From an optimization exercise on the open Yosys and OpenROAD flow, aimed at small area, a short achievable clock period and few clock cycles per item; shortcuts taken in it are not production practice.
RTL that was checked went through simulation tests only; none was proved equivalent to the original.
Power is estimated from default activity; no workload was simulated.

// matrix_mem_sequencer
module matrix_mem_sequencer #(
  parameter int ADDR_W = 8,
  parameter int DATA_W = 256,
  parameter int RD_LAT = 2
) (
  input  logic              clk,
  input  logic              rst,
  input  logic              start,
  input  logic [ADDR_W-1:0] addr_a,
  input  logic [ADDR_W-1:0] addr_b,
  input  logic [ADDR_W-1:0] addr_c,
  output logic              busy,
  output logic              done,
  output logic [ADDR_W-1:0] ram_addr,
  output logic              ram_wren,
  output logic [DATA_W-1:0] ram_wdata,
  input  logic [DATA_W-1:0] ram_rdata,
  output logic [DATA_W-1:0] mat_a,
  output logic [DATA_W-1:0] mat_b,
  input  logic [DATA_W-1:0] mat_c
);
clock: 3.5 ns
lec_check: 0
cap_margin: 20
core_area: 3 3 317 317
die_area: 0 0 320 320
setup_slack_margin: 1.5
slew_margin: 20
standard.sh (not shown) runs the stock make flow with config.mk's settings and CLKGATE_MAP_FILE= SYNTH_SCRIPT=/design/flow/synth_recipe.tcl, a recipe that flattens the netlist after the stock synthesis.
==> flow/flow/run.sh <==
#!/bin/bash
# Standard ORFS layout with small port buffers (buf_1 on inputs and on
# outputs) and the five datapath pins of each bit placed side by side.
# make's full output goes to standard_flow.log; each ORFS step also keeps its
# own log under orfs/logs.
set -euo pipefail
W=$(pwd)
export PRE_GLOBAL_PLACE_TCL=$W/flow/bufports.tcl
export POST_GLOBAL_PLACE_TCL=$W/flow/unbuf.tcl
export BUFFER_PORTS_ARGS="-outputs -buffer_cell sky130_fd_sc_hd__buf_1"
args="-min_distance 1 -min_distance_in_tracks"
for i in $(seq 0 255); do
  args="$args -group_pins {mat_c[$i] ram_rdata[$i] mat_a[$i] ram_wdata[$i] mat_b[$i]}"
done
export PLACE_PINS_ARGS="$args"
export CTS_ARGS="-sink_clustering_enable -repair_clock_nets -sink_clustering_size 22 -sink_clustering_max_diameter 80 -balance_levels -num_static_layers 1 -sink_clustering_levels 1"
# The platform's don't-use list plus a222oi: that cell packs six inputs into
# a small cell and leaves the datapath's pins too crowded to route.
DU=$(awk '/^export DONT_USE_CELLS \+=/{f=1; next} f{c=/\\$/; gsub(/\\/,""); printf "%s ", $0; if (!c) exit}' $FLOW_HOME/platforms/sky130hd/config.mk)
DU="$(echo $DU) sky130_fd_sc_hd__a222oi_1"
echo "DONT_USE_CELLS=$DU" > $W/dont_use.log
bash standard.sh "DONT_USE_CELLS=$DU" finish > $W/standard_flow.log 2>&1
==> flow/flow/bufports.tcl <==
# Input ports get a small buffer here; the standard flow's buffer_ports call (BUFFER_PORTS_ARGS)
# buffers the outputs. dont_touch keeps remove_buffers from taking the input
# buffers out again before placement.
buffer_ports -inputs -buffer_cell sky130_fd_sc_hd__buf_1
foreach inst [get_cells input*] { set_dont_touch $inst }
==> flow/flow/unbuf.tcl <==
# The input buffers were dont_touch only to survive remove_buffers; clear it
# so later steps treat them like any cell, and tie their supply pins with the
# platform's global connections.
foreach inst [get_cells input*] { unset_dont_touch $inst }
global_connect
Testbench counts at the start, summed over its fixed seeds: cycles 8,227, items 3,200.
Then changed:
--- a/flow/flow/run.sh
+++ b/flow/flow/run.sh
@@ -15,3 +15,3 @@
 export PLACE_PINS_ARGS="$args"
-export CTS_ARGS="-sink_clustering_enable -repair_clock_nets -sink_clustering_size 22 -sink_clustering_max_diameter 80 -balance_levels -num_static_layers 1 -sink_clustering_levels 1"
+export CTS_ARGS="-sink_clustering_enable -repair_clock_nets -sink_clustering_size 22 -sink_clustering_max_diameter 80 -balance_levels"
 # The platform's don't-use list plus a222oi: that cell packs six inputs into
Settings changed: CORE_AREA 3 3 317 317 to 3 3 347 347, DIE_AREA 0 0 320 320 to 0 0 350 350, SETUP_SLACK_MARGIN 1.5 to 1.7.
The new run aborted during global routing.
Synthesized cell count is unchanged.
Area after synthesis does not change.
Then changed:
--- a/flow/flow/run.sh
+++ b/flow/flow/run.sh
@@ -10,3 +10,3 @@
 export BUFFER_PORTS_ARGS="-outputs -buffer_cell sky130_fd_sc_hd__buf_1"
-args="-min_distance 1 -min_distance_in_tracks"
+args=""
 for i in $(seq 0 255); do
Settings changed: CORE_AREA 3 3 347 347 to 3 3 457 457, DIE_AREA 0 0 350 350 to 0 0 460 460.
What happened: The new run ran to the end with no violations. Area after synthesis is unchanged. Synthesized cell count does not change.
Then changed:
--- a/flow/flow/run.sh
+++ b/flow/flow/run.sh
@@ -10,3 +10,3 @@
 export BUFFER_PORTS_ARGS="-outputs -buffer_cell sky130_fd_sc_hd__buf_1"
-args=""
+args="-min_distance 1 -min_distance_in_tracks"
 for i in $(seq 0 255); do
Settings changed: CORE_AREA 3 3 457 457 to 3 3 317 317, DIE_AREA 0 0 460 460 to 0 0 320 320, SETUP_SLACK_MARGIN 1.7 to 1.5.
Sequential power goes down by about 10%.
Non-clock buffer count goes down by 71.
Die area goes down by 52%.
Routed wire length goes up by 4.5%.

* * *

run A:
Another version of the RTL of matrix_mem_sequencer (not shown whole).
Size in the first run: roughly 3000 cells after synthesis, ~650 flip-flops, about 1300 I/O pins, ~26000 um2 of cells after synthesis.
==> flow/config.mk <==
export PLATFORM = sky130hd
export DESIGN_NAME = matrix_mem_sequencer
export DESIGN_NICKNAME = matrix_mem_sequencer
export VERILOG_FILES = /design/flow/design.v
export SDC_FILE = /design/flow/constraint.sdc
export NUM_CORES = 4
export LEC_CHECK = 0
export CAP_MARGIN = 20
export CORE_AREA = 3 3 317 317
export DIE_AREA = 0 0 320 320
export PLACE_DENSITY = 0.5
export SETUP_SLACK_MARGIN = 1.65
export SLEW_MARGIN = 20
==> flow/constraint.sdc <==
create_clock -name core_clock -period 3.5 [get_ports {clk}]
set_input_delay 0.7000 -clock core_clock [delete_from_list [all_inputs] [get_ports {clk}]]
set_output_delay 0.7000 -clock core_clock [all_outputs]
set_load 0.01 [all_outputs]
==> flow/flow/run.sh <==
#!/bin/bash
# Standard ORFS layout with small port buffers (buf_1 on inputs and on
# outputs) and the five datapath pins of each bit placed side by side.
# make's full output goes to standard_flow.log; each ORFS step also keeps its
# own log under orfs/logs.
set -euo pipefail
W=$(pwd)
export PRE_GLOBAL_PLACE_TCL=$W/flow/bufports.tcl
export POST_GLOBAL_PLACE_TCL=$W/flow/unbuf.tcl
export BUFFER_PORTS_ARGS="-outputs -buffer_cell sky130_fd_sc_hd__buf_1"
args="-min_distance 1 -min_distance_in_tracks"
for i in $(seq 0 255); do
  args="$args -group_pins {mat_c[$i] ram_rdata[$i] mat_a[$i] ram_wdata[$i] mat_b[$i]}"
done
export PLACE_PINS_ARGS="$args"
export CTS_ARGS="-sink_clustering_enable -repair_clock_nets -sink_clustering_size 22 -sink_clustering_max_diameter 80 -balance_levels"
# The platform's don't-use list plus a222oi: that cell packs six inputs into
# a small cell and leaves the datapath's pins too crowded to route.
DU=$(awk '/^export DONT_USE_CELLS \+=/{f=1; next} f{c=/\\$/; gsub(/\\/,""); printf "%s ", $0; if (!c) exit}' $FLOW_HOME/platforms/sky130hd/config.mk)
DU="$(echo $DU) sky130_fd_sc_hd__a222oi_1"
echo "DONT_USE_CELLS=$DU" > $W/dont_use.log
bash standard.sh "DONT_USE_CELLS=$DU" finish > $W/standard_flow.log 2>&1
Scripts as last shown in full above: flow/flow/bufports.tcl, flow/flow/unbuf.tcl
Looking at the reports, run A completed the entire flow and the layout it produced met the timing, design-rule and antenna checks.
Testbench counts of run A, summed over its fixed seeds: cycles 8,227, items 3,200.
The following lists how run B was set up differently from run A:
Settings: a change of SETUP_SLACK_MARGIN from 1.65 to 1.6; a change of PLACE_DENSITY from 0.5 to 0.4.
### Flow results
In the reports for run A and run B, the smaller clock share of power belongs to run A. Portion of the clock cycle consumed by the worst path in the final layout sits higher in run B than in run A. Per the comparison of run B with run A, final non-filler cell area saw an increase, number of non-filler instances in the completed layout barely changed, count of routing violations after the opening detailed-route iteration shows a reduction of 217.
Edits applied to the flow inputs when going from run B to run C:
Settings: changing PLACE_DENSITY from 0.4 to 0.7.
Results
- Run C: flow completed, timing, DRC and antenna clean
- Going from run B to run C, clock group share of total power down 1.3 points; delay of the slowest cell on the worst path +0.18 ns; via count of the first global-routing pass dropped 518; sequential power went down about 5%; worst setup slack dropped 0.017 ns.
- Comparing critical path depth for run C and run B, the smaller number came from run B.
- Compared with run B, post-route standard cell area excluding fillers in run C decreased by a little under 10%.
- Capturing instance or port of the critical path: q_rb[0]$_SDFF_PN0_ -> run C, ram_wdata[245] -> run B
- Cmp run C and run B / fmax / lower: run C
Input-level comparison between run D and run C:
Settings: a change of PLACE_DENSITY from 0.7 to 0.5.
### Flow results
Run C completed end to end with timing, DRC and antenna clean. Run D | stages: all done | timing, DRC, antenna: all pass. Compared with run C, run D shows power density over the cells that has gone up slightly. Diff run C -> run D: global-route usage shows an increase of 2.2 points, post-detailed-routing wire length shows an increase of about 11%, part of the cycle the worst path needs shows a reduction of 0.75 points, post-cts hold buffer count shows no meaningful change. On run D: power is 3.5% higher than what run C gave.
> inputs changed (run D -> run E)
Settings: SETUP_SLACK_MARGIN: 1.6 -> 1.5; PLACE_DENSITY: 0.5 -> unset.
--- outcome ---
The final layouts of run E and run D pass the timing, design-rule and antenna checks.
The part of the power in registers of run E exceeds that of run D by 1.2 points.
Core utilization: run E lower than run D
Relative to run D, filler cell count decreased by 0.79% in run E.
Looking at share of the clock period used by the worst path after layout, run E sits 2.6 points above run D.
[compare] base=run D new=run E: via count held, smallest setup slack after layout down 0.090 ns, total area of multi-input combinational cells essentially unchanged.
Final design area excluding fillers on run E is down relative to run D.
sky130_fd_sc_hd__buf_1 as the most common cell after layout, fill and taps aside was reported by run E, and sky130_fd_sc_hd__nand2_1 by run D.
The total leakage power reported for run E is smaller than that of run D by about 13%.
Compared run E vs run D, and total power is down in run E.
Relative to run E, the following input files were edited for run F:
Settings: SETUP_SLACK_MARGIN changed from 1.5 to 1.6.
Across both runs, routed length on met2 was higher for run F than for run E.
Diff run E -> run F: net switching power essentially unchanged, setup slack grew by 0.070 ns, count of TritonRoute iterations in the first routing pass higher, core occupancy in the finished layout now larger, pin count of the biggest net entering global routing lost about 46%.
Sort run F and run E by number of antenna cells inserted, ascending, and run F comes first.

* * *

RTL: one of the versions met above, not the one the previous note started from.
For scale: ~26,000 um2 of cells after synthesis.
Settings: LEC_CHECK=0, CAP_MARGIN=20, CORE_AREA=3 3 397 397, DIE_AREA=0 0 400 400, SETUP_SLACK_MARGIN=1.7, SLEW_MARGIN=20; clock period 3.5 ns.
Scripts as last shown in full above: flow/flow/run.sh, flow/flow/bufports.tcl, flow/flow/unbuf.tcl
The starting point died in global routing (5_1_grt) (GRT-0116).
Testbench counts at the start, summed over its fixed seeds: cycles 8,227, items 3,200.
Then changed:
- CORE_AREA: 3 3 397 397 -> 3 3 317 317
- DIE_AREA: 0 0 400 400 -> 0 0 320 320
After rerunning:
- The changed run died in global routing (5_1_grt) with GRT-0116
- synthesized cell count stays the same
- synthesized area stays the same

* * *

matrix_mem_sequencer, a different RTL version from the one above (not shown whole).
Size: ~1300 I/O pins, ~31000 um2 of cells after synthesis.
==> flow/config.mk <==
export PLATFORM = sky130hd
export DESIGN_NAME = matrix_mem_sequencer
export DESIGN_NICKNAME = matrix_mem_sequencer
export VERILOG_FILES = /design/flow/design.v
export SDC_FILE = /design/flow/constraint.sdc
export NUM_CORES = 4
export LEC_CHECK = 0
export CAP_MARGIN = 20
export CORE_AREA = 3 3 317 317
export DIE_AREA = 0 0 320 320
export SETUP_SLACK_MARGIN = 1.3
export SLEW_MARGIN = 20
==> flow/constraint.sdc <==
create_clock -name core_clock -period 3.5 [get_ports {clk}]
set_input_delay 0.7000 -clock core_clock [delete_from_list [all_inputs] [get_ports {clk}]]
set_output_delay 0.7000 -clock core_clock [all_outputs]
set_load 0.01 [all_outputs]
==> flow/flow/run.sh <==
#!/bin/bash
# Standard ORFS layout with small port buffers (buf_1 on inputs, buf_2 on
# outputs) and the five datapath pins of each bit placed side by side.
# make's full output goes to standard_flow.log; each ORFS step also keeps its
# own log under orfs/logs.
set -euo pipefail
W=$(pwd)
export PRE_GLOBAL_PLACE_TCL=$W/flow/bufports.tcl
export BUFFER_PORTS_ARGS="-outputs -buffer_cell sky130_fd_sc_hd__buf_2"
args="-min_distance 1 -min_distance_in_tracks"
for i in $(seq 0 255); do
  args="$args -group_pins {mat_c[$i] ram_rdata[$i] mat_a[$i] ram_wdata[$i] mat_b[$i]}"
done
export PLACE_PINS_ARGS="$args"
bash standard.sh > $W/standard_flow.log 2>&1
Scripts as last shown in full above: flow/flow/bufports.tcl
The baseline went through all stages and came out clean.
Testbench counts at the start, summed over its fixed seeds: cycles 8,227, items 3,200.
Then changed:
==> flow/flow/run.sh (replaced) <==
#!/bin/bash
# Standard ORFS layout with small port buffers: buf_1 on inputs, buf_2 on
# outputs. make's full output goes to standard_flow.log; each ORFS step also
# keeps its own log under orfs/logs.
set -euo pipefail
W=$(pwd)
export PRE_GLOBAL_PLACE_TCL=$W/flow/bufports.tcl
export BUFFER_PORTS_ARGS="-outputs -buffer_cell sky130_fd_sc_hd__buf_2"
if [[ -f $W/flow/pins.args ]]; then export PLACE_PINS_ARGS="$(cat $W/flow/pins.args)"; fi
bash standard.sh > $W/standard_flow.log 2>&1
Settings changed: CORE_AREA 3 3 317 317 to 3 3 457 457, DIE_AREA 0 0 320 320 to 0 0 460 460, SETUP_SLACK_MARGIN 1.3 to unset.
What happened: The new run went through all stages and came out clean. Synthesized area does not change. Cell area goes up by a few percent. Utilization drops by 20 points. Worst hold slack loses 0.091 ns.

* * *

The RTL this note starts from:
==> flow/design.v <==
module matrix_mem_sequencer #(
  parameter int ADDR_W = 8,
  parameter int DATA_W = 256,
  parameter int RD_LAT = 2
) (
  input  logic              clk,
  input  logic              rst,
  input  logic              start,
  input  logic [ADDR_W-1:0] addr_a,
  input  logic [ADDR_W-1:0] addr_b,
  input  logic [ADDR_W-1:0] addr_c,
  output logic              busy,
  output logic              done,
  output logic [ADDR_W-1:0] ram_addr,
  output logic              ram_wren,
  output logic [DATA_W-1:0] ram_wdata,
  input  logic [DATA_W-1:0] ram_rdata,
  output logic [DATA_W-1:0] mat_a,
  output logic [DATA_W-1:0] mat_b,
  input  logic [DATA_W-1:0] mat_c
);
  localparam int DEPTH = 3;
  logic [ADDR_W-1:0] q_a   [DEPTH];
  logic [ADDR_W-1:0] q_b   [DEPTH];
  logic [ADDR_W-1:0] q_c   [DEPTH];
  logic [DEPTH-1:0]  q_v;
  logic [DEPTH-1:0]  q_ra;    
  logic [DEPTH-1:0]  q_rb;    
  logic [DEPTH-1:0]  q_ab;    
  logic [DEPTH-1:0]  q_fb;    
  logic [DEPTH-1:0]  q_h1b;   
  logic [DEPTH-1:0]  q_h2a;   
  logic [DEPTH-1:0]  q_h2b;   
  logic [DEPTH-1:0]  q_t2, q_t3;
  logic [ADDR_W-1:0] r_lc1, r_lc2;    
  logic              r_lv1, r_lv2;
  logic              r_eval;          
  logic              r_busy;
  logic              r_done;
  logic              r_wren;
  logic [ADDR_W-1:0] r_addr;
  logic              p0_da, p0_db, p1_da, p1_db, p2_da, p2_db;
  logic              sa_c, sa_r, sa_h, sb_c, sb_r, sb_h;
  logic [DATA_W-1:0] r_a, r_b;
  logic [DEPTH-1:0] q_rem;
  assign q_rem = q_ra | q_rb;
  logic rd0, rd1, rd2, isa1, isa2, rdb1, rdb2, rd_en, rd_isa, rd_ab;
  assign isa1 = q_ra[1] && !q_t3[0];
  assign rdb1 = q_rb[1] && !q_h1b[1];
  assign isa2 = q_ra[2] && !q_t2[0] && !q_t3[1] && !q_h2a[2];
  assign rdb2 = q_rb[2] && !q_t3[0] && !q_h2b[2];
  assign rd0  = !r_eval && q_v[0] && q_rem[0];
  assign rd1  = !r_eval && q_v[1] && !q_rem[0] && (isa1 || rdb1);
  assign rd2  = !r_eval && q_v[2] && !q_rem[0] && !q_rem[1] && (isa2 || rdb2);
  assign rd_en  = rd0 || rd1 || rd2;
  assign rd_isa = (rd0 && q_ra[0]) || (rd1 && isa1) || (rd2 && isa2);
  assign rd_ab  = (rd0 && q_ra[0] && q_ab[0]) || (rd1 && isa1 && q_ab[1]) ||
                  (rd2 && isa2 && q_ab[2]);
  logic [ADDR_W-1:0] nx_addr;
  always_comb begin
    if (r_eval)        nx_addr = q_c[0];
    else if (q_rem[0]) nx_addr = q_ra[0] ? q_a[0] : q_b[0];
    else if (q_rem[1]) nx_addr = isa1 ? q_a[1] : q_b[1];
    else               nx_addr = isa2 ? q_a[2] : q_b[2];
  end
  logic             acc;
  logic [DEPTH-1:0] s_v, s_ra, s_rb, s_t2, s_t3;   
  logic [DEPTH-1:0] slot_new;                           
  logic             n_fa, n_fb, n_ab, n_h2a, n_h2b;
  always_comb begin
    for (int i = 0; i < DEPTH; i++) begin
      if (i + 1 < DEPTH) begin
        s_v[i]  = r_eval ? q_v[i+1]  : q_v[i];
        s_ra[i] = r_eval ? q_ra[i+1] : q_ra[i];
        s_rb[i] = r_eval ? q_rb[i+1] : q_rb[i];
        s_t2[i] = r_eval ? q_t2[i+1] : q_t2[i];
        s_t3[i] = r_eval ? q_t3[i+1] : q_t3[i];
      end else begin
        s_v[i]  = !r_eval && q_v[i];
        s_ra[i] = !r_eval && q_ra[i];
        s_rb[i] = !r_eval && q_rb[i];
        s_t2[i] = !r_eval && q_t2[i];
        s_t3[i] = !r_eval && q_t3[i];
      end
    end
    for (int i = 0; i < DEPTH; i++)
      slot_new[i] = !s_v[i] && (i == 0 || s_v[(i == 0) ? 0 : i-1]);
  end
  assign acc   = start && !r_busy;
  assign n_fa  = r_lv1 && (addr_a == r_lc1);
  assign n_fb  = r_lv1 && (addr_b == r_lc1);
  assign n_ab  = (addr_a == addr_b);
  assign n_h2a = r_lv2 && (addr_a == r_lc2);
  assign n_h2b = r_lv2 && (addr_b == r_lc2);
  logic n_near;
  assign n_near = !s_v[1];
  logic e_next;
  assign e_next = r_eval ? (q_v[1] && !q_rem[1] && !q_t2[1])
                         : (q_v[0] && !q_rem[0] && !q_t2[0]);
  logic [DEPTH-1:0] n_v, n_ra, n_rb, n_t2, n_t3, iss;
  always_comb begin
    iss = '0;
    iss[0] = rd0;
    iss[1] = rd1;
    iss[2] = rd2;
    for (int i = 0; i < DEPTH; i++) begin
      n_v[i]  = s_v[i] || (acc && slot_new[i]);
      n_ra[i] = (acc && slot_new[i]) ? !n_fa : (s_ra[i] && !(iss[i] && rd_isa));
      n_rb[i] = (acc && slot_new[i]) ? (!(n_fb && !n_near) && !(n_ab && !n_fa))
                                     : (s_rb[i] && !(iss[i] && !rd_isa));
      n_t3[i] = iss[i];
      n_t2[i] = iss[i] || s_t3[i];
    end
  end
  always_ff @(posedge clk) begin
    if (!rst) begin
      q_v    <= '0;
      q_ra   <= '0;
      q_rb   <= '0;
      q_t2   <= '0;
      q_t3   <= '0;
      r_lv1  <= 1'b0;
      r_lv2  <= 1'b0;
      r_eval <= 1'b0;
      r_busy <= 1'b0;
      r_done <= 1'b0;
      r_wren <= 1'b0;
      p0_da  <= 1'b0; p0_db <= 1'b0;
      p1_da  <= 1'b0; p1_db <= 1'b0;
      p2_da  <= 1'b0; p2_db <= 1'b0;
      sa_c   <= 1'b0; sa_r  <= 1'b0; sa_h <= 1'b1;
      sb_c   <= 1'b0; sb_r  <= 1'b0; sb_h <= 1'b1;
    end else begin
      q_v    <= n_v;
      q_ra   <= n_ra;
      q_rb   <= n_rb;
      q_t2   <= n_t2;
      q_t3   <= n_t3;
      if (acc) begin
        r_lv1 <= 1'b1;
        r_lv2 <= r_lv1;
      end
      r_eval <= e_next;
      r_busy <= n_v[DEPTH-1] && !e_next;
      r_done <= r_eval;
      r_wren <= r_eval;
      p0_da  <= rd_en && rd_isa;
      p0_db  <= rd_en && (!rd_isa || rd_ab);
      p1_da  <= p0_da; p1_db <= p0_db;
      p2_da  <= p1_da; p2_db <= p1_db;
      sa_c   <= e_next;
      sa_r   <= p1_da;
      sa_h   <= !e_next && !p1_da;
      sb_c   <= e_next && (r_eval ? (q_v[2] && q_fb[2]) : (q_v[1] && q_fb[1]));
      sb_r   <= p1_db;
      sb_h   <= !(e_next && (r_eval ? (q_v[2] && q_fb[2]) : (q_v[1] && q_fb[1]))) && !p1_db;
    end
  end
  logic [DEPTH-1:0] pl_new, pl_shift, pl_hold;
  always_comb begin
    for (int i = 0; i < DEPTH; i++) begin
      pl_new[i]   = acc && slot_new[i];
      pl_shift[i] = r_eval && !pl_new[i];
      pl_hold[i]  = !r_eval && !pl_new[i];
    end
  end
  always_ff @(posedge clk) begin
    if (acc) begin
      r_lc1 <= addr_c;
      r_lc2 <= r_lc1;
    end
    for (int i = 0; i + 1 < DEPTH; i++) begin
      q_a[i]   <= ({ADDR_W{pl_new[i]}} & addr_a) | ({ADDR_W{pl_shift[i]}} & q_a[i+1]) |
                  ({ADDR_W{pl_hold[i]}} & q_a[i]);
      q_b[i]   <= ({ADDR_W{pl_new[i]}} & addr_b) | ({ADDR_W{pl_shift[i]}} & q_b[i+1]) |
                  ({ADDR_W{pl_hold[i]}} & q_b[i]);
      q_c[i]   <= ({ADDR_W{pl_new[i]}} & addr_c) | ({ADDR_W{pl_shift[i]}} & q_c[i+1]) |
                  ({ADDR_W{pl_hold[i]}} & q_c[i]);
      q_ab[i]  <= (pl_new[i] && n_ab && !n_fa) || (pl_shift[i] && q_ab[i+1]) || (pl_hold[i] && q_ab[i]);
      q_fb[i]  <= (pl_new[i] && n_fb && !n_near) || (pl_shift[i] && q_fb[i+1]) || (pl_hold[i] && q_fb[i]);
      q_h1b[i] <= (pl_new[i] && n_fb && n_near) || (pl_shift[i] && q_h1b[i+1]) || (pl_hold[i] && q_h1b[i]);
      q_h2a[i] <= (pl_new[i] && n_h2a) || (pl_shift[i] && q_h2a[i+1]) || (pl_hold[i] && q_h2a[i]);
      q_h2b[i] <= (pl_new[i] && n_h2b) || (pl_shift[i] && q_h2b[i+1]) || (pl_hold[i] && q_h2b[i]);
    end
    if (pl_new[DEPTH-1]) begin
      q_a[DEPTH-1]   <= addr_a;
      q_b[DEPTH-1]   <= addr_b;
      q_c[DEPTH-1]   <= addr_c;
      q_ab[DEPTH-1]  <= n_ab && !n_fa;
      q_fb[DEPTH-1]  <= n_fb && !n_near;
      q_h1b[DEPTH-1] <= n_fb && n_near;
      q_h2a[DEPTH-1] <= n_h2a;
      q_h2b[DEPTH-1] <= n_h2b;
    end else if (r_eval) begin
      q_fb[DEPTH-1]  <= 1'b0;
    end
    r_addr <= nx_addr;
  end
  always_ff @(posedge clk) begin
    r_a <= ({DATA_W{sa_c}} & mat_c) | ({DATA_W{sa_r}} & ram_rdata) | ({DATA_W{sa_h}} & r_a);
    r_b <= ({DATA_W{sb_c}} & mat_c) | ({DATA_W{sb_r}} & ram_rdata) | ({DATA_W{sb_h}} & r_b);
  end
  assign busy      = r_busy;
  assign done      = r_done;
  assign ram_addr  = r_addr;
  assign ram_wren  = r_wren;
  assign ram_wdata = r_a;
  assign mat_a     = r_a;
  assign mat_b     = r_b;
endmodule
export LEC_CHECK = 0
export CAP_MARGIN = 20
export CORE_AREA = 3 3 317 317
export DIE_AREA = 0 0 320 320
export SETUP_SLACK_MARGIN = 1.6
export SLEW_MARGIN = 20
create_clock -name core_clock -period 3.5 [get_ports {clk}]
==> flow/flow/run.sh <==
#!/bin/bash
# Standard ORFS layout with small port buffers (buf_1 on inputs and on
# outputs) and the five datapath pins of each bit placed side by side.
# make's full output goes to standard_flow.log; each ORFS step also keeps its
# own log under orfs/logs.
set -euo pipefail
W=$(pwd)
export PRE_GLOBAL_PLACE_TCL=$W/flow/bufports.tcl
export POST_GLOBAL_PLACE_TCL=$W/flow/unbuf.tcl
export BUFFER_PORTS_ARGS="-outputs -buffer_cell sky130_fd_sc_hd__buf_1"
args="-min_distance 1 -min_distance_in_tracks"
for i in $(seq 0 255); do
  args="$args -group_pins {mat_c[$i] ram_rdata[$i] mat_a[$i] ram_wdata[$i] mat_b[$i]}"
done
export PLACE_PINS_ARGS="$args"
export CTS_ARGS="-sink_clustering_enable -repair_clock_nets -sink_clustering_size 22 -sink_clustering_max_diameter 80 -balance_levels"
# The platform's don't-use list plus a222oi: that cell packs six inputs into
# a small cell and leaves the datapath's pins too crowded to route.
DU=$(awk '/^export DONT_USE_CELLS \+=/{f=1; next} f{c=/\\$/; gsub(/\\/,""); printf "%s ", $0; if (!c) exit}' $FLOW_HOME/platforms/sky130hd/config.mk)
DU="$(echo $DU) sky130_fd_sc_hd__a222oi_1"
echo "DONT_USE_CELLS=$DU" > $W/dont_use.log
bash standard.sh "DONT_USE_CELLS=$DU" finish > $W/standard_flow.log 2>&1
Scripts as last shown in full above: flow/flow/bufports.tcl, flow/flow/unbuf.tcl
Rerun with:
--- a/flow/config.mk
+++ b/flow/config.mk
@@ -9,4 +9,4 @@
 export CORE_AREA = 3 3 317 317
 export DIE_AREA = 0 0 320 320
-export SETUP_SLACK_MARGIN = 1.6
+export SETUP_SLACK_MARGIN = 1.5
 export SLEW_MARGIN = 20
Outcome: The new run produced a clean layout. Worst setup slack is worse by 13 ps. Wire length drops by 2.3%. Die area is unchanged. Final cell count stays flat. Maximum frequency is lower by 0.66%. Non-clock buffer count came out higher by 9. Clock skew hardly moves. Global-route usage decreases by 0.44 points. Design area shrinks by 3.0%. Total power went down by 4.7%.
Function was not checked in any run of this note: the RTL went through the layout flow alone.

## separate check: timing with driven ports
No port has a modelled driver above. Below, the same layouts with a new extraction and two added sets of constraints. Step 1 (the two cells are an assumption about what drives the block):
set clk [get_ports {clk}]
set_driving_cell -lib_cell sky130_fd_sc_hd__clkbuf_16 $clk
set_driving_cell -lib_cell sky130_fd_sc_hd__buf_2 [delete_from_list [all_inputs] $clk]
Step 2 times the ports against the registers' clock, not the clock port: input delays grow and output delays shrink by t, the midpoint of the rising clock arrivals with the driver on. a / b / c = ideal / step 1 / step 2; a / b = the first two.
| run | shift t [ns] | setup slack, ns | hold slack, ns | worst register clock-pin slew, ns |
|---|---|---|---|---|
| the first run of note 1 | 0.661 | 1.563 / 1.503 / 1.103 | 0.301 / 0.267 / 0.441 | 0.09 / 0.09 |
| the third run of note 1 | 0.728 | 1.645 / 1.561 / 1.250 | 0.248 / 0.194 / 0.461 | 0.10 / 0.10 |
| the fourth run of note 1 | 0.657 | 1.549 / 1.488 / 1.118 | 0.305 / 0.270 / 0.442 | 0.09 / 0.09 |
| run A | 0.651 | 1.675 / 1.614 / 1.209 | 0.297 / 0.277 / 0.456 | 0.10 / 0.10 |
| run B | 0.696 | 1.646 / 1.576 / 1.064 | 0.266 / 0.226 / 0.446 | 0.10 / 0.10 |
| run C | 0.643 | 1.629 / 1.573 / 1.019 | 0.307 / 0.277 / 0.450 | 0.09 / 0.09 |
| run D | 0.655 | 1.655 / 1.594 / 1.046 | 0.301 / 0.274 / 0.468 | 0.10 / 0.10 |
| run E | 0.655 | 1.565 / 1.506 / 1.043 | 0.292 / 0.255 / 0.474 | 0.10 / 0.10 |
| run F | 0.661 | 1.634 / 1.571 / 1.092 | 0.293 / 0.266 / 0.464 | 0.10 / 0.10 |
| the first run of note 4 | 0.679 | 1.397 / 1.397 / 1.001 | 0.207 / 0.368 / 0.429 | 0.07 / 0.07 |
| the second run of note 4 | 0.772 | 0.972 / 0.972 / 0.768 | 0.116 / 0.255 / 0.429 | 0.07 / 0.07 |
| the first run of note 5 | 0.667 | 1.581 / 1.581 / 1.213 | 0.297 / 0.262 / 0.443 | 0.10 / 0.10 |
| the second run of note 5 | 0.657 | 1.568 / 1.500 / 1.188 | 0.304 / 0.272 / 0.437 | 0.09 / 0.09 |
After both steps every run listed still meets setup and hold. The setup slack of run C, which loses most, moves by -0.056 ns with the drivers and by -0.610 ns with both steps.
